This design comes from an exercise in tuning for small area on the open sky130 flow, not from production work. Where RTL was checked, it was by simulation tests only, not by an equivalence proof against the original. The RTL of runs 4 and 5 was laid out without a check of its function. Power and IR drop assume default switching activity.

==> design.v <==
package csa_pkg;
	localparam int PKT_BYTES = 188;
	localparam int CW_BYTES = 9;
	localparam int SCRAMBLE_HDR_IDX = 3;
	typedef logic [7:0] byte_t;
	typedef logic [1:0] scram_ctrl_t;
	typedef union packed
	{
		byte_t raw;
		struct packed
		{
			scram_ctrl_t sc;
			logic [1:0] afc;
			logic [3:0] cc;
		} f;
	} ts_hdr3_u;
endpackage
module cw_ctrl_reg
#(
	parameter int CW_BYTES = csa_pkg::CW_BYTES
)
(
	input logic clk,
	input logic rst,
	input logic cw_valid,
	input csa_pkg::byte_t cw_byte,
	output logic cw_first,
	output csa_pkg::scram_ctrl_t scram_ctrl
);
	logic [3:0] cw_idx;
	assign cw_first = cw_valid && (cw_idx == '0);
	always_ff @(posedge clk)
	begin
		if (rst)
			cw_idx <= '0;
		else if (cw_valid)
			cw_idx <= {cw_idx[2:0], !cw_idx[1] && (cw_idx[0] == cw_idx[3])};
	end
	always_ff @(posedge clk)
	begin
		if (rst)
			scram_ctrl <= '0;
		else if (cw_first)
			scram_ctrl <= {cw_byte[1], cw_byte[1] & cw_byte[0]};
	end
endmodule
module ts_pkt_buffer
#(
	parameter int PKT_BYTES = csa_pkg::PKT_BYTES
)
(
	input logic clk,
	input logic rst,
	input logic ts_valid,
	input csa_pkg::byte_t ts_byte,
	input logic rd_run,
	input logic hdr3,
	input csa_pkg::scram_ctrl_t sc,
	output csa_pkg::byte_t head
);
	localparam int G = 4;
	localparam int NG = PKT_BYTES / G;
	localparam int LAST = PKT_BYTES - G;
	csa_pkg::byte_t ring [PKT_BYTES];
	csa_pkg::byte_t dly [1:3];
	logic [3:1] pend;
	logic [1:0] phi;
	logic [1:0] phi_next;
	logic [1:0] tap;
	logic shift;
	csa_pkg::byte_t ins;
	csa_pkg::byte_t tap_byte;
	csa_pkg::scram_ctrl_t sc_d;
	always_comb
	begin
		if (pend[3])
			ins = dly[3];
		else if (pend[2])
			ins = dly[2];
		else if (pend[1])
			ins = dly[1];
		else
			ins = ts_byte;
	end
	assign shift = (phi == 2'd0) && (ts_valid || (|pend) || rd_run);
	assign phi_next = shift ? phi : phi + 2'd1;
	always_ff @(posedge clk)
	begin
		ring[0] <= shift ? ins : ring[G-1];
		for (int g = 1; g < NG; g++)
			ring[G*g] <= shift ? ring[G*g-1] : ring[G*g+G-1];
		for (int g = 0; g < NG; g++)
			for (int j = 1; j < G; j++)
				ring[G*g+j] <= ring[G*g+j-1];
	end
	always_ff @(posedge clk)
	begin
		dly[1] <= ts_byte;
		dly[2] <= dly[1];
		dly[3] <= dly[2];
		sc_d <= sc;
	end
	always_ff @(posedge clk)
	begin
		if (rst)
		begin
			phi <= '0;
			pend <= '0;
		end
		else
		begin
			phi <= phi_next;
			pend[1] <= ts_valid && !(shift && !(|pend));
			pend[2] <= pend[1] && !(shift && !pend[3] && !pend[2]);
			pend[3] <= pend[2] && !(shift && !pend[3]);
		end
	end
	always_ff @(posedge clk)
	begin
		if (!rd_run)
			tap <= phi_next + 2'd3;
	end
	always_comb
	begin
		case (tap)
			2'd0: tap_byte = ring[LAST];
			2'd1: tap_byte = ring[LAST+1];
			2'd2: tap_byte = ring[LAST+2];
			default: tap_byte = ring[LAST+3];
		endcase
	end
	always_comb
	begin
		head = tap_byte;
		if (hdr3 && sc_d[1])
			head[7:6] = sc_d;
	end
endmodule
module ts_readout
#(
	parameter int PKT_BYTES = csa_pkg::PKT_BYTES
)
(
	input logic clk,
	input logic rst,
	input logic ts_valid,
	output logic hdr3,
	output logic pkt_valid,
	output logic finish_pkt
);
	localparam logic [8:0] RX_BASE = 9'(512 - (PKT_BYTES + 192));	 
	localparam logic [8:0] BUSY_BASE = RX_BASE + 9'(PKT_BYTES);		 
	logic [8:0] cnt;
	logic busy;
	logic wrap;
	assign busy = cnt[8] && (cnt[7] || cnt[6]);
	assign wrap = &cnt;
	assign pkt_valid = busy && !wrap && (cnt[8:2] != BUSY_BASE[8:2] || (cnt[1] && cnt[0]));
	assign hdr3 = (cnt == BUSY_BASE + 9'd6);
	always_ff @(posedge clk)
	begin
		if (rst)
		begin
			cnt <= RX_BASE;
			finish_pkt <= 1'b0;
		end
		else
		begin
			finish_pkt <= wrap;
			if (ts_valid || busy)
				cnt <= (cnt + 1'b1) | (wrap ? RX_BASE : 9'd0);
		end
	end
endmodule
module frame_out_mux
(
	input logic clk,
	input logic rst,
	input logic pkt_valid,
	input csa_pkg::byte_t pkt_byte,
	input logic cnt_valid,
	input csa_pkg::byte_t cnt_byte,
	input logic pid_valid,
	input csa_pkg::byte_t pid_byte,
	input logic gbe_valid,
	input csa_pkg::byte_t gbe_byte,
	input logic port_valid,
	input csa_pkg::byte_t port_byte,
	input logic cw_valid,
	input csa_pkg::byte_t cw_byte,
	input logic cw_first,
	output logic out_valid,
	output csa_pkg::byte_t out_byte
);
	logic any_valid;
	csa_pkg::byte_t sel_byte;
	csa_pkg::byte_t cw_out;
	assign cw_out = cw_first ? {7'b0, cw_byte[1]} : cw_byte;
	assign any_valid = pkt_valid | cnt_valid | pid_valid | gbe_valid | port_valid
		| cw_valid;
	always_comb
	begin
		if (pkt_valid)
			sel_byte = pkt_byte;
		else if (cnt_valid)
			sel_byte = cnt_byte;
		else if (pid_valid)
			sel_byte = pid_byte;
		else if (gbe_valid)
			sel_byte = gbe_byte;
		else if (port_valid)
			sel_byte = port_byte;
		else
			sel_byte = cw_out;
	end
	always_ff @(posedge clk)
	begin
		if (rst)
			out_valid <= 1'b0;
		else
			out_valid <= any_valid;
	end
	always_ff @(posedge clk)
		out_byte <= sel_byte;
endmodule
module csa_frame_top
#(
	parameter int PKT_BYTES = csa_pkg::PKT_BYTES,
	parameter int CW_BYTES = csa_pkg::CW_BYTES
)
(
	input logic clk,
	input logic rst,
	input logic ts_valid,
	input csa_pkg::byte_t ts_byte,
	input logic cw_valid,
	input csa_pkg::byte_t cw_byte,
	input logic cnt_valid,
	input csa_pkg::byte_t cnt_byte,
	input logic pid_valid,
	input csa_pkg::byte_t pid_byte,
	input logic gbe_valid,
	input csa_pkg::byte_t gbe_byte,
	input logic port_valid,
	input csa_pkg::byte_t port_byte,
	output logic out_valid,
	output csa_pkg::byte_t out_byte,
	output logic finish_pkt
);
	logic hdr3;
	logic pkt_valid;
	csa_pkg::byte_t pkt_byte;
	logic cw_first;
	csa_pkg::scram_ctrl_t scram_ctrl;
	cw_ctrl_reg #(.CW_BYTES(CW_BYTES)) cw_ctrl_reg_inst
	(
		.clk(clk),
		.rst(rst),
		.cw_valid(cw_valid),
		.cw_byte(cw_byte),
		.cw_first(cw_first),
		.scram_ctrl(scram_ctrl)
	);
	ts_readout #(.PKT_BYTES(PKT_BYTES)) ts_readout_inst
	(
		.clk(clk),
		.rst(rst),
		.ts_valid(ts_valid),
		.hdr3(hdr3),
		.pkt_valid(pkt_valid),
		.finish_pkt(finish_pkt)
	);
	ts_pkt_buffer #(.PKT_BYTES(PKT_BYTES)) ts_pkt_buffer_inst
	(
		.clk(clk),
		.rst(rst),
		.ts_valid(ts_valid),
		.ts_byte(ts_byte),
		.rd_run(pkt_valid),
		.hdr3(hdr3),
		.sc(scram_ctrl),
		.head(pkt_byte)
	);
	frame_out_mux frame_out_mux_inst
	(
		.clk(clk),
		.rst(rst),
		.pkt_valid(pkt_valid),
		.pkt_byte(pkt_byte),
		.cnt_valid(cnt_valid),
		.cnt_byte(cnt_byte),
		.pid_valid(pid_valid),
		.pid_byte(pid_byte),
		.gbe_valid(gbe_valid),
		.gbe_byte(gbe_byte),
		.port_valid(port_valid),
		.port_byte(port_byte),
		.cw_valid(cw_valid),
		.cw_byte(cw_byte),
		.cw_first(cw_first),
		.out_valid(out_valid),
		.out_byte(out_byte)
	);
endmodule
==> flow/run.sh <==
#!/bin/bash
# The standard ORFS layout (standard.sh) with three changes:
#  - synthesis maps the combinational logic with an area-oriented ABC
#    script (flow/abc_area.script); everything else in the synthesis,
#    including flip-flop mapping, flattening and renaming, is the standard flow's own
#  - port buffers use the smallest buffer cell
#  - CTS builds full leaf clusters of clkbuf_8 without dummy loads
# Each tool's output stays in orfs/logs; make's own output goes to
# standard.log.
set -uo pipefail
WORK=$PWD
FLOWDIR=$WORK/flow

# synth.tcl from ORFS, with the ABC call pointed at our script
sed 's|^\(\s*\)log_cmd abc {\*}$abc_args|\1lset abc_args 1 $::env(MY_ABC_SCRIPT)\n\1log_cmd abc {*}$abc_args|' \
	"$FLOW_HOME/scripts/synth.tcl" > "$WORK/my_synth.tcl"
grep -q 'MY_ABC_SCRIPT' "$WORK/my_synth.tcl" || { echo "could not patch synth.tcl"; exit 1; }
sed "s|source \$::env(SCRIPTS_DIR)/synth.tcl|source $WORK/my_synth.tcl|" \
	"$WORK/synth_recipe.tcl" > "$WORK/my_synth_recipe.tcl"
grep -q "my_synth.tcl" "$WORK/my_synth_recipe.tcl" || { echo "could not patch synth_recipe.tcl"; exit 1; }
sed "s|SYNTH_SCRIPT=[^ ]*|SYNTH_SCRIPT=$WORK/my_synth_recipe.tcl|" \
	"$WORK/standard.sh" > "$WORK/my_standard.sh"
grep -q "my_synth_recipe.tcl" "$WORK/my_standard.sh" || { echo "could not patch standard.sh"; exit 1; }

export MY_ABC_SCRIPT=$FLOWDIR/abc_area.script
export BUFFER_PORTS_ARGS="-buffer_cell sky130_fd_sc_hd__buf_1"
export CTS_ARGS="-sink_clustering_enable -repair_clock_nets -dont_use_dummy_load -buf_list sky130_fd_sc_hd__clkbuf_8 -sink_clustering_size 21 -sink_clustering_max_diameter 100"
bash "$WORK/my_standard.sh" > "$WORK/standard.log" 2>&1
==> flow/abc_area.script <==
strash
dc2
dch
amap
strash
dc2
dch
amap
strash
dch
amap
topo
stime -c
==> standard.sh <==
#!/bin/bash
# synth_recipe.tcl (not shown) runs the flow's synth.tcl, then flattens the netlist and writes it again
# the make line also repeats each setting of config.mk as NAME=value (left out here)
make -C /OpenROAD-flow-scripts/flow DESIGN_CONFIG=/design/flow/config.mk WORK_HOME=/design/flow/orfs CLKGATE_MAP_FILE= SYNTH_SCRIPT=/design/flow/synth_recipe.tcl "${@:-finish}"
==> config.mk <==
export PLATFORM = sky130hd
export DESIGN_NAME = csa_frame_top
export DESIGN_NICKNAME = csa_frame_top
export VERILOG_FILES = /design/flow/design.v
export SDC_FILE = /design/flow/constraint.sdc
export NUM_CORES = 4
export LEC_CHECK = 0
export CAP_MARGIN = 20
export CORE_MARGIN = 2
export CORE_UTILIZATION = 70
export SLEW_MARGIN = 20
==> constraint.sdc <==
create_clock -name core_clock -period 5.0 [get_ports {clk}]
set_input_delay 1.0000 -clock core_clock [delete_from_list [all_inputs] [get_ports {clk}]]
set_output_delay 1.0000 -clock core_clock [all_outputs]
set_load 0.01 [all_outputs]
==> results_dict.tcl, run 1 <==
set metrics [dict create \
    status "finished clean" \
    detail-route-antenna-nets 0 \
    synth.top_cell.area_share 0.862 \
    crit_fanout 148 \
    finalCoreUtilization 0.754 \
    synth-seq-area-share 0.863 \
    clock_sinks 1562 \
    synth-edff-count 2 \
    ys_top_cells_by_area "dfxtp_1, o22ai_1, clkinv_1, o221ai_1, nand2_1" \
    setup_tns_ps 0 \
    clkSlewWorstSetupHoldPaths_ps 110 \
    wl_um 48200 \
    core_um2 51300 \
    p_leak_nw 15.0 \
    crit_path_top_delay_cell "o311ai_4" \
    core.rowCount 83 \
    cts_resized 0 \
    hpwl_um 26800 \
    post-route-period-util 0.840 \
    synthDistinctLibCells 36 \
    holdWs_ps 279 \
    grt_max_degree 149 \
    dpl.cell_count 3271 \
    min_path_type "flop to flop" \
    gp_congestion 0.788 \
    root_buffer "clkbuf_8" \
    grt_pass1_wl_um 82300 \
    layout-drive-gt1-share 0.0378 \
    via_per_inst 4.98 \
    tightestPinTransition_ps 954 \
    ir_worst_vdd_mv 0.437 \
    syn_nets 2577 \
    cap_violations 0 \
    required_ps 5540 \
    slew-limit-headroom 0.364 \
    ctsHoldBuffers 0 \
    nets 2737 \
    vias 16719 \
    regArea_um2 31300 \
    p_seq_frac 0.690 \
    fillers 3275 \
    io_pins 66 \
    switching_share 0.253 \
    p_switching_w 0.00679 \
    synthToLayoutAreaGrowth_pct 6.70 \
    clk-insertion-delay-late_ps 700 \
    power.density_nw_per_um2 693 \
    synthArstFlopShare 0 \
    intPower_w 0.0200 \
    h-tree-depth 3 \
    path_cells "clkinv_2, or4_4, or3_4, o311ai_4, clkinv_2, o41ai_4, buf_4, buf_12, o22ai_1" \
    crit_arrival_ps 4740 \
    cp.buffers_inverters 4 \
    critPathMaxStageDelay_ps 550 \
    dieWidth_um 232 \
    synth-seq-cells 1562 \
    rrSetupSlack_ps 800 \
    drc 0 \
    post_cts.repair.setup_buffers 0 \
    final_cell_count_no_fill 3357 \
    combinationalPowerShare 0.131 \
    synthCells 2517 \
    drt_iter0_drc 875 \
    routedWlPerCell_um 14.4 \
    hold_viol 0 \
    syn_area_um2 36200 \
    port_buffers 65 \
    initial_core_util 0.706 \
    dp_slack_ps 855 \
    critPathLaunchType "flop" \
    dr.pass1.iters 5 \
    skew_ps 47.0 \
    fp.dieH_um 232 \
    min_period_ps 4200 \
    cp-end-kind "flop" \
    grt_pass1_vias 17179 \
    synth_ff_type "dfxtp_1" \
    multi_input_area_um2 3490 \
    p_clk_frac 0.179 \
    cts_tree "built" \
    cts_inserted_buffers 84 \
    criticalPathCategory "flop to flop" \
    slew_violations 0 \
    rsz0062_at_grt "no" \
    fmax_mhz 238 \
    cp_top_family "buffers and inverters" \
    yosysTopAreaCell "dfxtp_1" \
    finalSetupViolCount 0 \
    ctsLongestPathBuffers 3 \
    avgSynthCellArea_um2 14.4 \
    cp_common_cell "clkinv_2" \
    yosysWarningCount 6 \
    grt_usage 0.185 \
    die-area_um2 53600 \
    grt_overflow 0 \
    antenna_found_initial 3 \
    worst_slack_ps 801 \
]
area by class of cell:
type,count,area share
inverter,401,0.0392
clock buffer,84,0.0299
tap,680,0.0220
antenna,2,0.000129
sequential,1562,0.809
timing repair buffer,74,0.00935
multi-input combinational,554,0.0903
cell families (layout without fill, tap and decap cells):
| group | after synthesis | count (layout) | share of synthesized area |
|---|---|---|---|
| AO/OA/AOI/OAI | 468 | 468 | 0.0840 |
| adder cells (fa/ha/maj) | 4 | 4 | 0.00138 |
| buffers and inverters | 401 | 559 | 0.0415 |
| flip-flops | 1562 | 1562 | 0.863 |
| other | 0 | 2 | 0 |
| AND/OR/NAND/NOR | 82 | 82 | 0.00974 |
synth_stat cells (all sizes together) (2+ instances only):
master and instances:
nand3 5, o21ai 14, a221o 2, a31oi 10, a22oi 12, ha 4, a32oi 9, nor3 9
nor2b 2, nor2 28, clkinv 401, dfxtp 1560, o221ai 13, a21oi 9, a22o 8, a211oi 4
edfxtp 2, o22ai 371, a31o 6, nand2 30, or3 3
routing by layer:
layer  wire length (um)  GRT usage
met4               1300     0.0621
met2              21100      0.286
met5                 11          0
met3               1370     0.0365
met1              24400      0.265
path summary, 6_finish.rpt:
kind | from | endpoint | cells past startpoint
worst max-delay path | ts_readout_inst.cnt[6] | ts_pkt_buffer_inst.ring[68][6] | 9
worst min-delay path | ts_pkt_buffer_inst.ring[14][6] | ts_pkt_buffer_inst.ring[15][6] | 0
worst max register to register | ts_readout_inst.cnt[6] | ts_pkt_buffer_inst.ring[68][6] | 9
worst min register to register | ts_pkt_buffer_inst.ring[14][6] | ts_pkt_buffer_inst.ring[15][6] | 0
per-stage QoR:
step	cell area (um^2)	power [W]
floorplan	36300	0.0210
global placement	37500	0.0220
detailed placement	37500	0.0223
CTS	38700	0.0271
global route	38700	0.0283
finish	38700	0.0268
registers in the layout (all words and copies together), names as in the netlist:
register / flops
ts_readout_inst.finish_pkt: 1
ts_pkt_buffer_inst.dly: 24
cw_ctrl_reg_inst.cw_idx: 4
ts_pkt_buffer_inst.phi: 2
ts_readout_inst.cnt: 9
ts_pkt_buffer_inst.pend: 3
ts_pkt_buffer_inst.sc_d: 2
ts_pkt_buffer_inst.ring: 1504
frame_out_mux_inst.out_valid: 1
cw_ctrl_reg_inst.scram_ctrl: 2
frame_out_mux_inst.out_byte: 8
ts_pkt_buffer_inst.tap: 2
cells in the final DEF, fill, tap and decap left out, types with 6 or more instances in the layout:
master	synthesis	final
buf_1	0	65
a21oi_1	9	9
dfxtp_1	1560	1559
a22oi_1	12	12
nor3_1	9	9
nand2_1	30	30
a31o_1	6	6
clkinv_1	401	398
a22o_1	8	8
o21ai_0	14	14
clkbuf_8	0	84
a31oi_1	10	10
o221ai_1	13	13
nor2_1	28	28
a32oi_1	9	9
o22ai_1	371	371
power by group through the flow:
stage / Sequential [W] / Clock, W / Combinational (W)
final: 0.0185 / 0.00479 / 0.00351
after global routing: 0.0190 / 0.00541 / 0.00396
after CTS: 0.0186 / 0.00495 / 0.00354
after detailed placement: 0.0188 / 0 / 0.00350
after global placement: 0.0186 / 0 / 0.00338
after floorplan: 0.0184 / 0 / 0.00261
worst reg2reg max path, stage by stage, from the launching register on:
cell and delay (ps):
dfxtp_2 380, clkinv_2 80, or4_4 530, or3_4 350
o311ai_4 550, clkinv_2 300, o41ai_4 500, buf_4 480
buf_12 540, o22ai_1 360
==> inputs of run 2 (changes only) <==
==> flow/abc_area.script (replaced) <==
strash
dc2
dch
amap
strash
dc2
dch
amap
strash
dc2
dch
amap
strash
dch
amap
topo
stime -c
==> results_dict.tcl, run 2 <==
set metrics [dict create \
    core.rowCount 82 \
    cts_tree "built" \
    skew_ps 47.2 \
    p_switching_w 0.00617 \
    diodes 0 \
    detail-route-antenna-nets 0 \
    vias 15467 \
    synth-xor-area-share 0 \
    rsz0062_at_grt "no" \
    port_buffers 65 \
    routedWlPerCell_um 15.2 \
    post_cts.repair.setup_buffers 0 \
    min_path_type "flop to flop" \
    antenna_found_initial 1 \
    synth_compound_area_frac 0.111 \
    fmax_mhz 288 \
    initial_core_util 0.711 \
    grt_max_degree 183 \
    regMostFlops "ts_pkt_buffer_inst.ring" \
    critPathLaunchType "flop" \
    switching_share 0.234 \
    syn_nets 2206 \
    post-route-period-util 0.694 \
    synthCells 2146 \
    crit_arrival_ps 4080 \
    clkSlewWorstSetupHoldPaths_ps 110 \
    synthMuxAreaShare 0 \
    drt_iter0_drc 852 \
    gp_congestion 0.766 \
    grt_pass1_vias 15842 \
    dpl-instance-area_um2 37000 \
    synth-edff-count 2 \
    slew_violations 0 \
    yosysWarningCount 6 \
    synthArstFlopShare 0 \
    tightestPinTransition_ps 1010 \
    regArea_um2 31300 \
    avgSynthCellArea_um2 16.7 \
    dp_slack_ps 1540 \
    grt_usage 0.176 \
    worst_slack_ps 1530 \
    p_seq_frac 0.714 \
    combinationalPowerShare 0.106 \
    criticalPathCategory "flop to flop" \
    synthDistinctLibCells 31 \
    holdWs_ps 271 \
    ctsLongestPathBuffers 3 \
    synthToLayoutAreaGrowth_pct 6.72 \
    synth-seq-area-share 0.875 \
    hold_viol 0 \
    root_buffer "clkbuf_8" \
    min_period_ps 3470 \
    cts_resized 0 \
    synth_fa_ha_area_frac 0.00140 \
    clock_sinks 1562 \
    crit_fanout 91 \
    required_ps 5620 \
    layout-drive-gt1-share 0.0439 \
    grt_overflow 0 \
    dr.pass1.iters 5 \
    yosysMostFrequentCell "dfxtp_1" \
    final_cell_mix "dfxtp_1, o22a_1, clkbuf_8" \
    p_clk_frac 0.180 \
    synth_top_family_by_area "compound AO/OA/AOI/OAI gates" \
    ys_top_cells_by_area "dfxtp_1, o22a_1, o21ai_0, nor2_1, a22oi_1" \
    final_cell_area_um2 38100 \
    power.density_nw_per_um2 693 \
    ir_worst_vdd_mv 0.430 \
    cp-end-kind "flop" \
    cap_violations 0 \
    core_um2 50300 \
    finalCoreUtilization 0.759 \
    die-area_um2 52900 \
    p_leak_nw 14.8 \
    io_pins 66 \
    synth_commonest_cells "dfxtp_1, o22a_1, nor2_1, o21ai_0, nand2_1" \
    largestRegisters "ts_pkt_buffer_inst.ring x1504, ts_pkt_buffer_inst.dly x24, ts_readout_inst.cnt x9" \
    nets 2365 \
    slew-limit-headroom 0.327 \
    clk-insertion-delay-late_ps 670 \
    dieWidth_um 230 \
    largest_reg_flops 1504 \
    fillers 3072 \
    hpwl_um 24100 \
    yosysTopAreaCell "dfxtp_1" \
    synth_ff_type "dfxtp_1" \
    multi_input_area_um2 4430 \
    synth.top_cell.area_share 0.874 \
    intPower_w 0.0202 \
    fp.dieH_um 230 \
    finalSetupViolCount 0 \
    layout_commonest_cell "dfxtp_1" \
    via_per_inst 5.20 \
    grt_pass1_wl_um 77800 \
    synth-seq-cells 1562 \
    drc 0 \
    status "finished clean" \
    ctsHoldBuffers 0 \
    syn_area_um2 35700 \
    synthSimpleGateAreaFrac 0.00966 \
    h-tree-depth 3 \
    wl_um 45400 \
    rrSetupSlack_ps 1530 \
    cts_inserted_buffers 84 \
]
[run 2: worst max-delay path, stage by stage (launching register included)]
cell,delay (ps)
dfxtp_1,360
nor3_1,190
nand3_1,180
o311ai_4,600
clkinv_2,240
o41ai_4,480
buf_4,300
buf_4,750
o22a_1,220
[run 2: metal layers]
| layer | vias to the layer above | GRT usage | share of wire |
|---|---|---|---|
| met5 | - | 0 | 0 |
| met4 | 0 | 0.0546 | 0.023 |
| met3 | 77 | 0.0344 | 0.033 |
| met2 | 199 | 0.266 | 0.43 |
| met1 | 7456 | 0.260 | 0.52 |
| li1 | 7735 | - | - |
[run 2: area by class of cell]
class	count	share of cell area
Timing Repair Buffer	73	0.00895
Multi-Input combinational cell	565	0.116
Inverter	19	0.00213
Sequential cell	1562	0.820
Clock buffer	84	0.0303
Tap cell	672	0.0220
[run 2: power by group through the flow]
stage	Combinational [W]	Sequential (W)	Clock, W
6_report	0.00279	0.0189	0.00476
4_1_cts	0.00284	0.0190	0.00493
3_3_place_gp	0.00272	0.0190	0
2_1_floorplan	0.00237	0.0185	0
3_5_place_dp	0.00282	0.0192	0
5_1_grt	0.00311	0.0194	0.00536
[run 2: per-stage QoR]
stage                     total power [W]  cells   TNS, ps
after floorplan                    0.0209   2146  -6194470
after global placement             0.0217   2891         0
after detailed placement           0.0220   2891         0
after CTS                          0.0267   2975         0
after global routing               0.0279   2975         0
final                              0.0264   2975         0
[run 2: path summary, 6_finish.rpt]
path / startpoint / end / cells past startpoint
worst max-delay path: ts_readout_inst.cnt[3] / ts_pkt_buffer_inst.ring[160][3] / 8
worst min register to register: ts_pkt_buffer_inst.ring[36][3] / ts_pkt_buffer_inst.ring[37][3] / 0
worst max register to register: ts_readout_inst.cnt[3] / ts_pkt_buffer_inst.ring[160][3] / 8
worst min-delay path: ts_pkt_buffer_inst.ring[36][3] / ts_pkt_buffer_inst.ring[37][3] / 0
[run 2: cells by family (layout without fill, tap and decap cells)]
family                     Yosys count  after routing
DFF                               1562           1562
buffers and inverters               19            176
and+or+nand+nor                     81             81
adders and majority gates            4              4
AOI/OAI and AO/OA                  480            480
==> inputs of run 3 (changes only) <==
--- a/design.v
+++ b/design.v
@@ -193,26 +193,21 @@
 	output csa_pkg::byte_t out_byte
 );
 	logic any_valid;
-	csa_pkg::byte_t sel_byte;
+	logic sel_pkt, sel_cnt, sel_pid, sel_gbe, sel_port, sel_cw;
 	csa_pkg::byte_t cw_out;
+	csa_pkg::byte_t sel_byte;
 	assign cw_out = cw_first ? {7'b0, cw_byte[1]} : cw_byte;
 	assign any_valid = pkt_valid | cnt_valid | pid_valid | gbe_valid | port_valid
 		| cw_valid;
-	always_comb
-	begin
-		if (pkt_valid)
-			sel_byte = pkt_byte;
-		else if (cnt_valid)
-			sel_byte = cnt_byte;
-		else if (pid_valid)
-			sel_byte = pid_byte;
-		else if (gbe_valid)
-			sel_byte = gbe_byte;
-		else if (port_valid)
-			sel_byte = port_byte;
-		else
-			sel_byte = cw_out;
-	end
+	assign sel_pkt = pkt_valid;
+	assign sel_cnt = !pkt_valid && cnt_valid;
+	assign sel_pid = !pkt_valid && !cnt_valid && pid_valid;
+	assign sel_gbe = !pkt_valid && !cnt_valid && !pid_valid && gbe_valid;
+	assign sel_port = !pkt_valid && !cnt_valid && !pid_valid && !gbe_valid && port_valid;
+	assign sel_cw = !pkt_valid && !cnt_valid && !pid_valid && !gbe_valid && !port_valid;
+	assign sel_byte = ({8{sel_pkt}} & pkt_byte) | ({8{sel_cnt}} & cnt_byte)
+		| ({8{sel_pid}} & pid_byte) | ({8{sel_gbe}} & gbe_byte)
+		| ({8{sel_port}} & port_byte) | ({8{sel_cw}} & cw_out);
 	always_ff @(posedge clk)
 	begin
 		if (rst)
==> results_dict.tcl, run 3 <==
set metrics [dict create \
    status "finished clean" \
    clkSlewWorstSetupHoldPaths_ps 120 \
    layout_commonest_cell "dfxtp_1" \
    grt_overflow 0 \
    initial_core_util 0.710 \
    ir_worst_vdd_mv 0.478 \
    cp.buffers_inverters 5 \
    synth.top_cell.area_share 0.875 \
    rsz0062_at_grt "no" \
    ctsLongestPathBuffers 3 \
    largest_reg_flops 1504 \
    syn_nets 2202 \
    setup_tns_ps 0 \
    worst_slack_ps 1130 \
    hpwl_um 25600 \
    grt_max_degree 174 \
    syn_area_um2 35700 \
    fp.dieH_um 230 \
    synthToLayoutAreaGrowth_pct 6.70 \
    die-area_um2 52800 \
    cp_top_family "buffers and inverters" \
    drc 0 \
    grt_pass1_vias 16145 \
    yosysMostFrequentCell "dfxtp_1" \
    dieWidth_um 230 \
    crit_start "ts_readout_inst.cnt[1]" \
    core_um2 50300 \
    yosysWarningCount 6 \
    finalSetupViolCount 0 \
    wl_um 46900 \
    post_cts.repair.setup_buffers 0 \
    synthCells 2142 \
    hold_end "ts_pkt_buffer_inst.ring[57][0]" \
    dr.pass1.iters 5 \
    p_leak_nw 14.8 \
    fmax_mhz 258 \
    critPathLaunchType "flop" \
    nets 2362 \
    synth_commonest_cells "dfxtp_1, o22a_1, clkinv_1, nor2_1, o21ai_0" \
    diodes 0 \
    regArea_um2 31300 \
    cp-end-kind "flop" \
    synth-edff-count 2 \
    worstHoldPathCells 0 \
    path_cells "ha_1, clkinv_1, nor4_1, ha_1, clkinv_1, nand3_4, clkinv_4, o31ai_4, buf_12, buf_4, o22a_1" \
    synthArstFlopShare 0 \
    gp_congestion 0.833 \
    rrSetupSlack_ps 1130 \
    vias 15553 \
    hold_viol 0 \
    crit_fanout 173 \
    layout-drive-gt1-share 0.0435 \
    min_path_type "flop to flop" \
    r2r-end "ts_pkt_buffer_inst.ring[176][0]" \
    cts_resized 0 \
    via_per_inst 5.23 \
    root_buffer "clkbuf_8" \
    port_buffers 65 \
    multi_input_area_um2 4330 \
    p_total_w 0.0266 \
    tightestPinTransition_ps 1010 \
    holdWs_ps 271 \
    antenna_found_initial 0 \
    min_from "ts_pkt_buffer_inst.ring[56][0]" \
    crit_path_top_delay_cell "buf_4" \
    skew_ps 53.3 \
    min_period_ps 3870 \
    detail-route-antenna-nets 0 \
    dp_slack_ps 1280 \
    required_ps 5590 \
    synth-seq-cells 1562 \
    ys_top_cells_by_area "dfxtp_1, o22a_1, o21ai_0, clkinv_1, nor2_1" \
    cap_violations 0 \
    largestRegisters "ts_pkt_buffer_inst.ring x1504, ts_pkt_buffer_inst.dly x24, ts_readout_inst.cnt x9" \
    rr_worst_depth 11 \
    slew-limit-headroom 0.326 \
    yosysTopAreaCell "dfxtp_1" \
    power.density_nw_per_um2 699 \
    h-tree-depth 3 \
    routedWlPerCell_um 15.8 \
    drt_iter0_drc 860 \
    grt_pass1_wl_um 79300 \
    criticalPathCategory "flop to flop" \
    synthDistinctLibCells 33 \
    clock_sinks 1562 \
    cts_tree "built" \
    clk-insertion-delay-late_ps 690 \
    critPathMaxStageDelay_ps 720 \
    fillers 3128 \
    synth-seq-area-share 0.876 \
    io_pins 66 \
    post-route-period-util 0.774 \
    cts_inserted_buffers 84 \
    crit_arrival_ps 4460 \
    ctsHoldBuffers 0 \
    synth_ff_type "dfxtp_1" \
    grt_usage 0.181 \
    regMostFlops "ts_pkt_buffer_inst.ring" \
    avgSynthCellArea_um2 16.7 \
    slew_violations 0 \
    final_cell_mix "dfxtp_1, o22a_1, clkbuf_8" \
    core.rowCount 82 \
    reg2reg_from "ts_readout_inst.cnt[1]" \
]
[run 3: cell count changes in the layout (fill, tap and decap cells not counted), sizes merged, moves of 2 or more]
cell,before,now
a211oi,8,1
a21oi,16,13
a221o,2,6
a222oi,0,6
a31oi,0,5
clkinv,18,32
nand2,24,16
nand3,3,5
nor3,10,6
nor4,0,5
o22a,376,374
o22ai,6,4
o32ai,7,0
[run 3: cell type report]
class	instances	share of cell area
clock buffers	84	0.0303
inverters	33	0.00358
repair buffers	74	0.00916
multi-input cells	547	0.114
well taps	672	0.0221
flip-flops and latches	1562	0.821
[run 3: per-layer routing]
metal	vias up	global-route usage	wire (um)
li1	7720	-	-
met1	7519	0.261	23700
met2	218	0.278	20400
met3	96	0.0355	1580
met4	0	0.0593	1290
met5	-	0	0
[run 3: cells by family after synthesis]
kind of cell,count (synthesis),share of synthesized area
flip-flops,1562,0.876
adder cells (fa/ha/maj),4,0.00140
AND/OR/NAND/NOR,73,0.00908
AO/OA/AOI/OAI,470,0.110
buffers and inverters,33,0.00347
[run 3: power breakdown]
| part | internal, W | switching (W) | total [W] |
|---|---|---|---|
| clock network | 0.00153 | 0.00325 | 0.00477 |
| registers | 0.0172 | 0.00155 | 0.0188 |
| logic | 0.00148 | 0.00158 | 0.00306 |
[run 3: how the worst max path moves through the flow]
stage / to / cells past startpoint
floorplan: ts_pkt_buffer_inst.tap[1] / 10
global placement: ts_pkt_buffer_inst.ring[160][4] / 11
detailed placement: ts_pkt_buffer_inst.ring[152][6] / 11
CTS: ts_pkt_buffer_inst.ring[176][0] / 11
global route: ts_pkt_buffer_inst.ring[180][0] / 11
finish: ts_pkt_buffer_inst.ring[176][0] / 11
[run 3: metrics by stage]
step / cell area [um^2] / utilization / cells
2_1_floorplan: 35700 / - / 2142
3_3_place_gp: 36900 / 0.735 / 2888
3_5_place_dp: 36900 / 0.735 / 2888
4_1_cts: 38100 / 0.758 / 2972
5_1_grt: 38100 / 0.758 / 2972
6_report: 38100 / 0.758 / 2972
==> inputs of run 4 (changes only) <==
--- a/design.v
+++ b/design.v
@@ -67,6 +67,11 @@
 	logic [1:0] phi;
 	logic [1:0] phi_next;
 	logic [1:0] tap;
+	logic [2:0] cyc;
+	logic [2:0] nins;
+	logic [2:0] pol;
+	logic [2:0] pol_next;
+	logic flip;
 	logic shift;
 	csa_pkg::byte_t ins;
 	csa_pkg::byte_t tap_byte;
@@ -84,11 +89,12 @@
 	end
 	assign shift = (phi == 2'd0) && (ts_valid || (|pend) || rd_run);
 	assign phi_next = shift ? phi : phi + 2'd1;
+	assign pol = nins - cyc;
 	always_ff @(posedge clk)
 	begin
-		ring[0] <= shift ? ins : ring[G-1];
+		ring[0] <= ~(shift ? (ins ^ {8{pol[2]}}) : ring[G-1]);
 		for (int g = 1; g < NG; g++)
-			ring[G*g] <= shift ? ring[G*g-1] : ring[G*g+G-1];
+			ring[G*g] <= ~(shift ? ring[G*g-1] : ring[G*g+G-1]);
 		for (int g = 0; g < NG; g++)
 			for (int j = 1; j < G; j++)
 				ring[G*g+j] <= ring[G*g+j-1];
@@ -106,19 +112,29 @@
 		begin
 			phi <= '0;
 			pend <= '0;
+			cyc <= '0;
+			nins <= '0;
 		end
 		else
 		begin
 			phi <= phi_next;
+			cyc <= cyc + 3'd1;
+			if (shift)
+				nins <= nins + 3'd1;
 			pend[1] <= ts_valid && !(shift && !(|pend));
 			pend[2] <= pend[1] && !(shift && !pend[3] && !pend[2]);
 			pend[3] <= pend[2] && !(shift && !pend[3]);
 		end
 	end
+	assign pol_next = (shift ? nins + 3'd1 : nins) - (cyc + 3'd1) - 3'd3
+		+ {1'b0, phi_next + 2'd3};
 	always_ff @(posedge clk)
 	begin
 		if (!rd_run)
+		begin
 			tap <= phi_next + 2'd3;
+			flip <= !pol_next[2];
+		end
 	end
 	always_comb
 	begin
@@ -128,6 +144,7 @@
 			2'd2: tap_byte = ring[LAST+2];
 			default: tap_byte = ring[LAST+3];
 		endcase
+		tap_byte = tap_byte ^ {8{flip}};
 	end
 	always_comb
 	begin
==> flow/abc_area.script (replaced) <==
strash
dch
amap
strash
dch
amap
topo
stime -c
==> results_dict.tcl, run 4 <==
set metrics [dict create \
    status "finished clean" \
    syn_area_um2 35200 \
    slew_violations 0 \
    io_pins 66 \
    synth-seq-cells 1569 \
    hpwl_um 24800 \
    synth.top_cell.area_share 0.890 \
    ir_worst_vdd_mv 0.512 \
    min_period_ps 4360 \
    synth-seq-area-share 0.892 \
    post_cts.repair.setup_buffers 0 \
    criticalPathCategory "flop to flop" \
    cts_resized 0 \
    core.rowCount 82 \
    detail-route-antenna-nets 0 \
    synth_commonest_cells "dfxtp_1, o22ai_1, nor2_1, nand2_1, clkinv_1" \
    regMostFlops "ts_pkt_buffer_inst.ring" \
    cp.buffers_inverters 5 \
    tightestPinTransition_ps 1070 \
    grt_overflow 0 \
    ctsHoldBuffers 0 \
    vias 15849 \
    dieWidth_um 228 \
    cp-end-kind "flop" \
    avgSynthCellArea_um2 16.0 \
    ys_top_cells_by_area "dfxtp_1, o22ai_1, a222oi_1, nor2_1, a21oi_1" \
    root_buffer "clkbuf_8" \
    hold_viol 0 \
    core_um2 50000 \
    rsz0062_at_grt "no" \
    fp.dieH_um 228 \
    grt_usage 0.183 \
    gp_congestion 0.844 \
    post-route-period-util 0.872 \
    via_per_inst 5.23 \
    cts_tree "built" \
    rrSetupSlack_ps 640 \
    antenna_found_initial 0 \
    synth-edff-count 3 \
    cts_inserted_buffers 84 \
    initial_core_util 0.705 \
    grt_pass1_vias 16380 \
    clk-insertion-delay-late_ps 690 \
    finalSetupViolCount 0 \
    synthCells 2200 \
    path_cells "clkinv_1, nor3_2, nand3_1, nor3_2, ha_2, clkinv_2, o211ai_1, clkinv_2, o41ai_4, buf_4, o22ai_1, clkinv_1, ha_1, a21o_1, ha_1, a21oi_2, o21ai_0" \
    skew_ps 62.3 \
    ctsLongestPathBuffers 3 \
    setup_tns_ps 0 \
    multi_input_area_um2 3730 \
    h-tree-depth 3 \
    synth_ff_type "dfxtp_1" \
    largest_reg_flops 1504 \
    power.density_nw_per_um2 761 \
    critPathLaunchType "flop" \
    p_leak_nw 15.0 \
    synthToLayoutAreaGrowth_pct 6.81 \
    yosysWarningCount 6 \
    dpl-instance-area_um2 36500 \
    required_ps 5450 \
    yosysTopAreaCell "dfxtp_1" \
    critPathMaxStageDelay_ps 580 \
    grt_pass1_wl_um 80600 \
    slew-limit-headroom 0.289 \
    drt_iter0_drc 939 \
    crit_fanout 51 \
    die-area_um2 52200 \
    syn_nets 2266 \
    clock_sinks 1569 \
    layout_commonest_cell "dfxtp_1" \
    fillers 3162 \
    crit_path_top_delay_cell "buf_4" \
    wl_um 46600 \
    dr.pass1.iters 5 \
    crit_arrival_ps 4810 \
    synthDistinctLibCells 34 \
    nets 2424 \
    largestRegisters "ts_pkt_buffer_inst.ring x1504, ts_pkt_buffer_inst.dly x24, ts_readout_inst.cnt x9" \
    drc 0 \
    grt_max_degree 212 \
    yosysMostFrequentCell "dfxtp_1" \
    fmax_mhz 229 \
    final_cell_mix "dfxtp_1, o22ai_1, clkbuf_8" \
    regArea_um2 31400 \
    clkSlewWorstSetupHoldPaths_ps 120 \
    synthArstFlopShare 0 \
    port_buffers 65 \
    final_cell_area_um2 37600 \
    routedWlPerCell_um 15.4 \
    min_path_type "flop to flop" \
    cp_top_family "compound AO/OA/AOI/OAI gates" \
    cap_violations 0 \
    layout-drive-gt1-share 0.0441 \
]
-- run 4: cell types whose count changed after synthesis, moves of 8 or more --
cell | previous run | this run
a21oi_1 | 13 | 29
a222oi_1 | 6 | 21
a22oi_1 | 13 | 5
o21ai_0 | 32 | 10
o22ai_1 | 4 | 379
nor2_1 | 33 | 49
o22a_1 | 374 | 0
nand2_1 | 16 | 34
-- run 4: cell families (layout without fill, tap and decap cells) --
group | Yosys count | in the layout | synth area share
AOI/OAI and AO/OA | 474 | 474 | 0.0869
xor gates and xnor gates | 1 | 1 | 0.000249
adders and majority gates | 10 | 10 | 0.00355
buffers and inverters | 32 | 188 | 0.00341
DFF | 1569 | 1569 | 0.892
other | 0 | 1 | 0
and+or+nand+nor | 114 | 114 | 0.0138
-- run 4: metrics by stage --
stage | hold WS, ps | util | total power (W) | setup WS, ps | cells
6_report | 290 | 0.753 | 0.0286 | 638 | 3029
4_1_cts | 279 | 0.753 | 0.0290 | 620 | 3028
3_3_place_gp | 310 | 0.730 | 0.0238 | 749 | 2944
2_1_floorplan | 310 | - | 0.0229 | -17550 | 2200
3_5_place_dp | 312 | 0.730 | 0.0241 | 626 | 2944
5_1_grt | 304 | 0.753 | 0.0303 | 260 | 3028
-- run 4: worst reg2reg max path, stage by stage, from the launching register on --
cell and delay [ps]:
dfxtp_1 350, clkinv_1 140, nor3_2 200, nand3_1 120, nor3_2 130, ha_2 190, clkinv_2 60, o211ai_1 320
clkinv_2 360, o41ai_4 520, buf_4 580, o22ai_1 180, clkinv_1 70, ha_1 210, a21o_1 160, ha_1 280
a21oi_2 150, o21ai_0 100
-- run 4: path summary, 6_finish.rpt --
kind	startpoint	to	cells past startpoint
hold / removal	ts_pkt_buffer_inst.ring[156][7]	ts_pkt_buffer_inst.ring[157][7]	0
hold reg to reg	ts_pkt_buffer_inst.ring[156][7]	ts_pkt_buffer_inst.ring[157][7]	0
setup / recovery	ts_readout_inst.cnt[3]	ts_pkt_buffer_inst.flip	17
setup reg to reg	ts_readout_inst.cnt[3]	ts_pkt_buffer_inst.flip	17
-- run 4: cell type report --
class | instances | share of cell area
Antenna cell | 1 | 0.0000665
Clock buffer | 84 | 0.0307
Inverter | 32 | 0.00349
Multi-Input combinational cell | 599 | 0.0992
Sequential cell | 1569 | 0.835
Tap cell | 672 | 0.0223
Timing Repair Buffer | 72 | 0.00888
-- run 4: power by group --
part	internal [W]	switching [W]	leakage (nW)	total, W
clock	0.00153	0.00325	0.604	0.00477
sequential	0.0191	0.00213	13.2	0.0212
combinational	0.00122	0.00145	1.13	0.00267
total	0.0218	0.00683	15.0	0.0286
-- run 4: layer usage --
layer  GRT usage  up-vias  share of wire
met5           0        -              0
met4      0.0603        0          0.020
met3      0.0317       73          0.033
met2       0.273      169           0.43
met1       0.277     7636           0.52
li1            -     7971              -
==> inputs of run 5 (changes only) <==
==> flow/abc_area.script (replaced) <==
strash
dc2
dch
amap
strash
dc2
dch
amap
strash
dc2
dch
amap
strash
dch
amap
topo
stime -c
==> results_dict.tcl, run 5 <==
set metrics [dict create \
    cp-end-kind "flop" \
    initial_core_util 0.708 \
    cp_top_family "compound AO/OA/AOI/OAI gates" \
    post-route-period-util 0.823 \
    grt_usage 0.184 \
    synth_commonest_cells "dfxtp_1, o22ai_1, nor2_1, clkinv_1, nand2_1" \
    gp_congestion 0.898 \
    io_pins 66 \
    die-area_um2 52300 \
    slew_violations 0 \
    crit_fanout 185 \
    dr_wl_met3_um 1650 \
    cts_tree "built" \
    synth-seq-cells 1569 \
    synthDistinctLibCells 36 \
    final_cell_count_no_fill 3053 \
    crit_path_top_delay_cell "buf_12" \
    power.density_nw_per_um2 779 \
    dp_slack_ps 875 \
    criticalPathCategory "flop to flop" \
    rr_worst_depth 12 \
    synth_ff_type "dfxtp_1" \
    root_buffer "clkbuf_8" \
    synthSimpleGateAreaFrac 0.0163 \
    min_path_type "flop to flop" \
    drc 0 \
    rrSetupSlack_ps 880 \
    routedWlPerCell_um 15.4 \
    tightestPinTransition_ps 1080 \
    wl_um 46900 \
    yosysMostFrequentCell "dfxtp_1" \
    layout-drive-gt1-share 0.0403 \
    via_per_inst 5.25 \
    clkSlewWorstSetupHoldPaths_ps 120 \
    grt_max_degree 217 \
    hold_viol 0 \
    synthToLayoutAreaGrowth_pct 6.74 \
    p_leak_nw 15.0 \
    ctsLongestPathBuffers 3 \
    fillers 3172 \
    clk-insertion-delay-late_ps 690 \
    cp.buffers_inverters 2 \
    syn_area_um2 35400 \
    synth.top_cell.area_share 0.887 \
    antenna_found_initial 1 \
    fmax_mhz 243 \
    core_um2 50000 \
    dpl.cell_count 2968 \
    synth-seq-area-share 0.889 \
    synth_top_family_by_area "compound AO/OA/AOI/OAI gates" \
    synth-xor-area-share 0.000248 \
    fp.dieH_um 229 \
    cp.depth 12 \
    cts_inserted_buffers 84 \
    setup_tns_ps 0 \
    vias 16043 \
    ys_top_cells_by_area "dfxtp_1, o22ai_1, nor2_1, clkinv_1, a21oi_1" \
    port_buffers 65 \
    cap_violations 0 \
    cp_common_cell "ha_1" \
    largestRegisters "ts_pkt_buffer_inst.ring x1504, ts_pkt_buffer_inst.dly x24, ts_readout_inst.cnt x9" \
    grt_pass1_wl_um 80900 \
    dieWidth_um 229 \
    grt_overflow 0 \
    path_cells "clkinv_1, or4_4, nor3_4, a311oi_4, o41ai_4, buf_12, o22ai_1, ha_1, a21o_1, ha_1, a21oi_1, o21ai_0" \
    skew_ps 47.7 \
    syn_nets 2292 \
    drt_iter0_drc 818 \
    regMostFlops "ts_pkt_buffer_inst.ring" \
    post_cts.repair.setup_buffers 0 \
    m1WireLength_um 24400 \
    worst_slack_ps 883 \
    dr.pass1.iters 5 \
    synthMuxAreaShare 0 \
    clock_sinks 1569 \
    slew-limit-headroom 0.279 \
    critPathLaunchType "flop" \
    synth_compound_area_frac 0.0862 \
    p_total_w 0.0294 \
    crit_arrival_ps 4520 \
    synthArstFlopShare 0 \
    rsz0062_at_grt "no" \
    layout_commonest_cell "dfxtp_1" \
    avgSynthCellArea_um2 15.9 \
    min_period_ps 4120 \
    finalSetupViolCount 0 \
    synth_fa_ha_area_frac 0.00354 \
    ctsHoldBuffers 0 \
    final_cell_mix "dfxtp_1, o22ai_1, clkbuf_8" \
    cts_resized 0 \
    wl_met2_um 19800 \
    synthCells 2226 \
    status "finished clean" \
    final_cell_area_um2 37700 \
    ir_worst_vdd_mv 0.709 \
    detail-route-antenna-nets 0 \
    synth-edff-count 3 \
    dpl-instance-area_um2 36600 \
    required_ps 5410 \
    yosysTopAreaCell "dfxtp_1" \
    yosysWarningCount 6 \
    worstHoldPathCells 0 \
    critPathMaxStageDelay_ps 650 \
    core.rowCount 82 \
    top_layer "met4" \
    grt_pass1_vias 16520 \
    h-tree-depth 3 \
    largest_reg_flops 1504 \
    nets 2448 \
    hpwl_um 25000 \
]
==> run 5: through the flow <==
| step | util | hold WS (ps) |
|---|---|---|
| floorplan | - | 310 |
| global placement | 0.732 | 309 |
| detailed placement | 0.732 | 312 |
| CTS | 0.755 | 307 |
| global route | 0.755 | 307 |
| finish | 0.755 | 309 |
==> run 5: final timing paths <==
path,startpoint,endpoint
min reg2reg,ts_pkt_buffer_inst.ring[29][2],ts_pkt_buffer_inst.ring[30][2]
max reg2reg,ts_readout_inst.cnt[6],ts_pkt_buffer_inst.flip
max,ts_readout_inst.cnt[6],ts_pkt_buffer_inst.flip
min,ts_pkt_buffer_inst.ring[29][2],ts_pkt_buffer_inst.ring[30][2]
==> run 5: final cells by class <==
cell class | instances | area, um^2 | area share
Clock buffer | 84 | 1160 | 0.0306
Antenna cell | 1 | 2.50 | 0.0000663
Timing Repair Buffer | 70 | 319 | 0.00845
Inverter | 43 | 169 | 0.00448
Sequential cell | 1569 | 31400 | 0.833
Multi-Input combinational cell | 614 | 3820 | 0.101
Tap cell | 672 | 841 | 0.0223
==> run 5: cells by family after synthesis <==
logic type               after synthesis
AO/OA/AOI/OAI                        476
XOR/XNOR                               1
adder cells (fa/ha/maj)               10
buffers and inverters                 43
flip-flops                          1569
AND/OR/NAND/NOR                      127
==> run 5: routing by layer <==
metal | GRT usage | vias up
li1 | - | 8011
met1 | 0.275 | 7738
met2 | 0.276 | 210
met3 | 0.0347 | 84
met4 | 0.0564 | 0
met5 | 0 | -
==> run 5: report_power, final <==
group,switching (W),internal (W)
clock,0.00323,0.00153
combinational,0.00200,0.00144
sequential,0.00211,0.0191
==> inputs of run 6 (changes only) <==
--- a/design.v
+++ b/design.v
@@ -64,13 +64,9 @@
 	csa_pkg::byte_t ring [PKT_BYTES];
 	csa_pkg::byte_t dly [1:3];
 	logic [3:1] pend;
-	logic [1:0] phi;
-	logic [1:0] phi_next;
+	logic [2:0] phi;
+	logic [2:0] phi_next;
 	logic [1:0] tap;
-	logic [2:0] cyc;
-	logic [2:0] nins;
-	logic [2:0] pol;
-	logic [2:0] pol_next;
 	logic flip;
 	logic shift;
 	csa_pkg::byte_t ins;
@@ -87,12 +83,11 @@
 		else
 			ins = ts_byte;
 	end
-	assign shift = (phi == 2'd0) && (ts_valid || (|pend) || rd_run);
-	assign phi_next = shift ? phi : phi + 2'd1;
-	assign pol = nins - cyc;
+	assign shift = (phi[1:0] == 2'd0) && (ts_valid || (|pend) || rd_run);
+	assign phi_next = shift ? phi : phi + 3'd1;
 	always_ff @(posedge clk)
 	begin
-		ring[0] <= ~(shift ? (ins ^ {8{pol[2]}}) : ring[G-1]);
+		ring[0] <= ~(shift ? (ins ^ {8{phi[2]}}) : ring[G-1]);
 		for (int g = 1; g < NG; g++)
 			ring[G*g] <= ~(shift ? ring[G*g-1] : ring[G*g+G-1]);
 		for (int g = 0; g < NG; g++)
@@ -112,28 +107,21 @@
 		begin
 			phi <= '0;
 			pend <= '0;
-			cyc <= '0;
-			nins <= '0;
 		end
 		else
 		begin
 			phi <= phi_next;
-			cyc <= cyc + 3'd1;
-			if (shift)
-				nins <= nins + 3'd1;
 			pend[1] <= ts_valid && !(shift && !(|pend));
 			pend[2] <= pend[1] && !(shift && !pend[3] && !pend[2]);
 			pend[3] <= pend[2] && !(shift && !pend[3]);
 		end
 	end
-	assign pol_next = (shift ? nins + 3'd1 : nins) - (cyc + 3'd1) - 3'd3
-		+ {1'b0, phi_next + 2'd3};
 	always_ff @(posedge clk)
 	begin
 		if (!rd_run)
 		begin
-			tap <= phi_next + 2'd3;
-			flip <= !pol_next[2];
+			tap <= phi_next[1:0] + 2'd3;
+			flip <= phi_next[2] ^ (phi_next[1:0] == 2'd0);
 		end
 	end
 	always_comb
==> results_dict.tcl, run 6 <==
set metrics [dict create \
    status "finished clean" \
    post_cts.repair.setup_buffers 0 \
    cap_violations 0 \
    tightestPinTransition_ps 973 \
    syn_area_um2 35000 \
    post-route-period-util 0.735 \
    multi_input_area_um2 3660 \
    synth_commonest_cells "dfxtp_1, o22ai_1, nor2_1, clkinv_1, nand2_1" \
    dr.pass1.iters 7 \
    clkSlewWorstSetupHoldPaths_ps 110 \
    clk-insertion-delay-late_ps 690 \
    crit_fanout 127 \
    grt_overflow 0 \
    critPathMaxStageDelay_ps 840 \
    routedWlPerCell_um 16.2 \
    grt_pass1_vias 16080 \
    path_cells "ha_2, clkinv_1, nor4_2, ha_2, nor4_4, o41ai_4, buf_12, buf_4, o22ai_1" \
    grt_pass1_wl_um 81400 \
    root_buffer "clkbuf_8" \
    critPathLaunchType "flop" \
    regArea_um2 31300 \
    min_from "ts_pkt_buffer_inst.ring[58][3]" \
    r2r-end "ts_pkt_buffer_inst.ring[164][3]" \
    syn_nets 2242 \
    synthToLayoutAreaGrowth_pct 6.90 \
    slew_violations 0 \
    yosysMostFrequentCell "dfxtp_1" \
    synthArstFlopShare 0 \
    dpl-instance-area_um2 36300 \
    cts_resized 0 \
    drc 0 \
    initial_core_util 0.713 \
    finalCoreUtilization 0.762 \
    final_cell_mix "dfxtp_1, o22ai_1, clkbuf_8" \
    synth_ff_type "dfxtp_1" \
    gp_congestion 0.727 \
    nets 2399 \
    ys_top_cells_by_area "dfxtp_1, o22ai_1, nor2_1, clkinv_1, nand2_1" \
    yosysTopAreaCell "dfxtp_1" \
    hold_end "ts_pkt_buffer_inst.ring[59][3]" \
    synthCells 2180 \
    dpl.cell_count 2915 \
    fillers 2994 \
    cp-end-kind "flop" \
    slew-limit-headroom 0.351 \
    regMostFlops "ts_pkt_buffer_inst.ring" \
    dp_slack_ps 1340 \
    setup_tns_ps 0 \
    io_pins 66 \
    layout_commonest_cell "dfxtp_1" \
    finalSetupViolCount 0 \
    synthDistinctLibCells 34 \
    drt_iter0_drc 913 \
    rrSetupSlack_ps 1330 \
    synth-seq-cells 1564 \
    min_period_ps 3670 \
    via_per_inst 5.27 \
    required_ps 5520 \
    skew_ps 39.7 \
    antenna_found_initial 0 \
    synth-edff-count 3 \
    wl_um 48600 \
    power.density_nw_per_um2 774 \
    hpwl_um 26300 \
    synth.top_cell.area_share 0.892 \
    rsz0062_at_grt "no" \
    crit_arrival_ps 4190 \
    vias 15816 \
    min_path_type "flop to flop" \
    crit_path_top_delay_cell "buf_4" \
    p_leak_nw 14.9 \
    largest_reg_flops 1504 \
    yosysWarningCount 6 \
    cts_tree "built" \
    worst_slack_ps 1330 \
    fp.dieH_um 228 \
    die-area_um2 51900 \
    avgSynthCellArea_um2 16.1 \
    grt_max_degree 169 \
    ir_worst_vdd_mv 0.464 \
    core_um2 49200 \
    grt_usage 0.188 \
    cts_inserted_buffers 84 \
    criticalPathCategory "flop to flop" \
    detail-route-antenna-nets 0 \
    reg2reg_from "ts_readout_inst.cnt[0]" \
    cp_common_cell "ha_2" \
    synth-seq-area-share 0.895 \
    port_buffers 65 \
    ctsLongestPathBuffers 3 \
    ctsHoldBuffers 0 \
    dieWidth_um 228 \
    largestRegisters "ts_pkt_buffer_inst.ring x1504, ts_pkt_buffer_inst.dly x24, ts_readout_inst.cnt x9" \
    clock_sinks 1564 \
    worstHoldPathCells 0 \
    rr_worst_depth 9 \
    diodes 0 \
    core.rowCount 81 \
    final_cell_count_no_fill 2999 \
    final_cell_area_um2 37400 \
    layout-drive-gt1-share 0.0445 \
    fmax_mhz 272 \
    h-tree-depth 3 \
    hold_viol 0 \
]
## run 6: cell count changes in the layout (fill, tap and decap cells not counted), sizes merged, moves of 4 or more
cell,before,now
nor2b,13,3
nor4,0,6
clkinv,42,30
a221oi,4,8
and3,9,14
dfxtp,1566,1561
o221ai,7,1
a22oi,0,9
ha,10,6
o211ai,6,1
a32oi,5,1
a211oi,6,2
nor2,49,39
## run 6: kinds of logic after synthesis
kind of cell | count (synthesis) | synth area share
DFF | 1564 | 0.895
AOI/OAI and AO/OA | 465 | 0.0851
and+or+nand+nor | 114 | 0.0149
buffers and inverters | 31 | 0.00332
adders and majority gates | 6 | 0.00214
## run 6: worst max-delay path by stage
stage | cells past startpoint | slack, ps | endpoint | startpoint
after floorplan | 8 | -16410 | ts_pkt_buffer_inst.flip | ts_readout_inst.cnt[5]
after global placement | 9 | 1500 | ts_pkt_buffer_inst.ring[168][0] | ts_readout_inst.cnt[1]
after detailed placement | 9 | 1340 | ts_pkt_buffer_inst.ring[164][3] | ts_readout_inst.cnt[0]
after CTS | 9 | 1330 | ts_pkt_buffer_inst.ring[164][3] | ts_readout_inst.cnt[0]
after global routing | 9 | 1050 | ts_pkt_buffer_inst.ring[164][0] | ts_readout_inst.cnt[1]
final | 9 | 1330 | ts_pkt_buffer_inst.ring[164][3] | ts_readout_inst.cnt[0]
## run 6: per-layer routing
metal,track usage,share of wire
met5,0,0
met4,0.0549,0.021
met3,0.0357,0.030
met2,0.292,0.45
met1,0.273,0.50
## run 6: final cells by class
cell class,instances,share of cell area
clock buffer,84,0.0309
tap,664,0.0222
sequential,1564,0.837
multi-input combinational,585,0.0977
inverter,31,0.00331
timing repair buffer,71,0.00905
## run 6: worst max-delay path: cells and delay by family (launching register included)
family / cells / cell delay (ps)
compound gates: 2 / 690
fa+ha+maj: 2 / 490
buf+inv: 3 / 1480
flops: 1 / 390
simple gates: 2 / 360
## run 6: where the power goes
| part | total [W] | internal, W | leakage (nW) | switching (W) |
|---|---|---|---|---|
| clock network | 0.00476 | 0.00153 | 0.604 | 0.00323 |
| logic | 0.00298 | 0.00130 | 1.11 | 0.00168 |
| registers | 0.0212 | 0.0190 | 13.2 | 0.00219 |
| total | 0.0290 | 0.0219 | 14.9 | 0.00710 |
## run 6: per-stage QoR
| step | hold slack, ps | total power, W |
|---|---|---|
| final | 286 | 0.0290 |
| after detailed placement | 312 | 0.0245 |
| after global placement | 310 | 0.0241 |
| after floorplan | 310 | 0.0231 |
| after global routing | 295 | 0.0306 |
| after CTS | 290 | 0.0293 |
==> inputs of run 7 (changes only) <==
--- a/flow/run.sh
+++ b/flow/run.sh
@@ -24,5 +24,5 @@
 
 export MY_ABC_SCRIPT=$FLOWDIR/abc_area.script
 export BUFFER_PORTS_ARGS="-buffer_cell sky130_fd_sc_hd__buf_1"
-export CTS_ARGS="-sink_clustering_enable -repair_clock_nets -dont_use_dummy_load -buf_list sky130_fd_sc_hd__clkbuf_8 -sink_clustering_size 21 -sink_clustering_max_diameter 100"
+export CTS_ARGS="-sink_clustering_enable -repair_clock_nets -dont_use_dummy_load -buf_list sky130_fd_sc_hd__clkbuf_8 -sink_clustering_size 20 -sink_clustering_max_diameter 100"
 bash "$WORK/my_standard.sh" > "$WORK/standard.log" 2>&1
==> flow/abc_area.script (replaced) <==
strash
dch
amap
topo
stime -c
==> results_dict.tcl, run 7 <==
set metrics [dict create \
    holdWs_ps 307 \
    critPathMaxStageDelay_ps 810 \
    synth.top_cell.area_share 0.894 \
    worst_slack_ps 1510 \
    min_period_ps 3490 \
    synth_ff_type "dfxtp_1" \
    grt_usage 0.185 \
    fmax_mhz 286 \
    synth-edff-count 3 \
    grt_max_degree 148 \
    io_pins 66 \
    core_um2 49200 \
    wl_um 47600 \
    critPathLaunchType "flop" \
    final_cell_mix "dfxtp_1, o22ai_1, clkbuf_8" \
    ys_top_cells_by_area "dfxtp_1, o22ai_1, a222oi_1, nor2_1, clkinv_1" \
    ir_worst_vdd_mv 0.494 \
    drc 0 \
    synth-seq-cells 1564 \
    fp.dieH_um 227 \
    synthSimpleGateAreaFrac 0.0108 \
    synth_compound_area_frac 0.0873 \
    p_switching_w 0.00682 \
    grt_overflow 0 \
    die-area_um2 51700 \
    grt_pass1_wl_um 78600 \
    cp-end-kind "flop" \
    finalSetupViolCount 0 \
    criticalPathCategory "flop to flop" \
    synthArstFlopShare 0 \
    skew_ps 59.7 \
    p_clk_frac 0.170 \
    routedWlPerCell_um 16.0 \
    gp_congestion 0.845 \
    yosysMostFrequentCell "dfxtp_1" \
    nets 2379 \
    clk-insertion-delay-late_ps 710 \
    p_leak_nw 14.9 \
    clock_sinks 1564 \
    finalCoreUtilization 0.761 \
    detail-route-antenna-nets 0 \
    synth-xor-area-share 0 \
    cts_resized 0 \
    syn_area_um2 35000 \
    synthCells 2156 \
    synth_fa_ha_area_frac 0.00215 \
    status "finished clean" \
    intPower_w 0.0218 \
    dp_slack_ps 1590 \
    port_buffers 65 \
    slew-limit-headroom 0.273 \
    core.rowCount 81 \
    p_seq_frac 0.740 \
    layout-drive-gt1-share 0.0458 \
    grt_pass1_vias 15882 \
    cp_top_family "compound AO/OA/AOI/OAI gates" \
    crit_arrival_ps 3910 \
    ctsHoldBuffers 0 \
    synth-seq-area-share 0.897 \
    crit_path_top_delay_cell "o41ai_4" \
    root_buffer "clkbuf_8" \
    vias 15645 \
    avgSynthCellArea_um2 16.2 \
    antenna_found_initial 0 \
    path_cells "nor2_1, clkinv_1, o41ai_4, inv_8, o22ai_1, ha_1, o21ai_0" \
    crit_fanout 122 \
    clkSlewWorstSetupHoldPaths_ps 110 \
    min_path_type "flop to flop" \
    combinationalPowerShare 0.090 \
    ctsLongestPathBuffers 3 \
    h-tree-depth 3 \
    layout_commonest_cell "dfxtp_1" \
    synth_top_family_by_area "compound AO/OA/AOI/OAI gates" \
    synthDistinctLibCells 32 \
    hpwl_um 25300 \
    syn_nets 2218 \
    yosysTopAreaCell "dfxtp_1" \
    via_per_inst 5.25 \
    diodes 0 \
    cts_tree "built" \
    tightestPinTransition_ps 1090 \
    slew_violations 0 \
    largestRegisters "ts_pkt_buffer_inst.ring x1504, ts_pkt_buffer_inst.dly x24, ts_readout_inst.cnt x9" \
    cp.buffers_inverters 2 \
    largest_reg_flops 1504 \
    synth_commonest_cells "dfxtp_1, o22ai_1, nor2_1, clkinv_1, nand2_1" \
    switching_share 0.238 \
    dr.pass1.iters 7 \
    post_cts.repair.setup_buffers 0 \
    cap_violations 0 \
    power.density_nw_per_um2 765 \
    drt_iter0_drc 912 \
    rsz0062_at_grt "no" \
    synthToLayoutAreaGrowth_pct 7.04 \
    dieWidth_um 227 \
    post-route-period-util 0.699 \
    synthMuxAreaShare 0 \
    hold_viol 0 \
    regMostFlops "ts_pkt_buffer_inst.ring" \
    yosysWarningCount 6 \
    initial_core_util 0.711 \
    cts_inserted_buffers 88 \
    required_ps 5410 \
]
-- run 7: cell count changes after synthesis, moves of 4 or more --
cell      before  now
a21oi_1       23   17
a221oi_1       8    2
a222oi_1       9   26
a22o_1         0    7
and3_1        14    0
nand2_1       31   27
o22ai_1      382  377
o32ai_1        7    0
-- run 7: through the flow --
| step | power [W] | instances | instance area (um^2) | setup TNS [ps] |
|---|---|---|---|---|
| floorplan | 0.0227 | 2156 | 35000 | -6057800 |
| global placement | 0.0237 | 2891 | 36200 | 0 |
| detailed placement | 0.0240 | 2891 | 36200 | 0 |
| CTS | 0.0289 | 2979 | 37400 | 0 |
| global route | 0.0301 | 2979 | 37400 | 0 |
| finish | 0.0286 | 2979 | 37400 | 0 |
-- run 7: routing by layer --
layer  routed length [um]  vias to the layer above  global-route usage
met5                    0                        -                   0
met4                 1030                        0              0.0573
met3                 1610                       97              0.0394
met2                20700                      221               0.277
met1                24300                     7492               0.275
li1                     -                     7835                   -
-- run 7: cell families after synthesis --
family,count (synthesis)
buffers and inverters,29
AND/OR/NAND/NOR,89
adder cells (fa/ha/maj),6
AO/OA/AOI/OAI,468
flip-flops,1564
-- run 7: area by class of cell --
type | count | area (um^2)
fillers | 2977 | 11700
inverters | 29 | 118
repair buffers | 71 | 339
flip-flops and latches | 1564 | 31300
multi-input cells | 563 | 3570
well taps | 664 | 831
clock buffers | 88 | 1210
-- run 7: final timing paths --
path | from | to | slack [ps] | depth (start not counted)
worst min-delay path | ts_pkt_buffer_inst.ring[46][2] | ts_pkt_buffer_inst.ring[47][2] | 310 | 0
worst max register to register | ts_pkt_buffer_inst.pend[3] | ts_pkt_buffer_inst.flip | 1510 | 7
worst min register to register | ts_pkt_buffer_inst.ring[46][2] | ts_pkt_buffer_inst.ring[47][2] | 310 | 0
worst max-delay path | ts_pkt_buffer_inst.pend[3] | ts_pkt_buffer_inst.flip | 1510 | 7
-- run 7: power groups by stage --
stage | clock network, W | registers, W | logic (W)
detailed placement | 0 | 0.0214 | 0.00258
CTS | 0.00502 | 0.0213 | 0.00262
global placement | 0 | 0.0212 | 0.00248
global route | 0.00543 | 0.0218 | 0.00289
floorplan | 0 | 0.0206 | 0.00215
finish | 0.00486 | 0.0212 | 0.00259
-- run 7: worst register-to-register path, stage by stage (launching register included) --
cell,delay [ps]
dfxtp_1,430
nor2_1,560
clkinv_1,250
o41ai_4,810
inv_8,420
o22ai_1,450
ha_1,220
o21ai_0,80

-- afterwards: timing with drivers on the ports --
The results above use ideal ports. As a check the final layouts listed here were re-extracted and re-timed, cells and wires unchanged.
Step 1 assumes that a clkbuf_16 drives the clock port and a buf_2 every other input.
Step 2 adds t to the input delays and takes it off the output delays; t is the mean of the earliest and latest rising clock arrival at the registers after step 1. Input paths then give back, and output paths get back, about the clock's delay inside the block.
Three values: no drivers, after step 1, after step 2; two values: the first two.
run | t, ns | slack for setup (ns) | worst setup path at the end | worst slew at a driven data input, ns
run 1 | 0.738 | 0.801 / 0.801 / 0.801 | register to register | 0.07
run 2 | 0.704 | 1.532 / 1.532 / 1.532 | register to register | 0.05
run 3 | 0.714 | 1.128 / 1.128 / 1.128 | register to register | 0.06
run 4 | 0.711 | 0.638 / 0.638 / 0.638 | register to register | 0.06
run 5 | 0.720 | 0.883 / 0.883 / 0.883 | register to register | 0.09
run 6 | 0.724 | 1.327 / 1.327 / 1.327 | register to register | 0.05
run 7 | 0.729 | 1.507 / 1.507 / 1.507 | register to register | 0.06
After both steps every run listed still meets setup and hold.
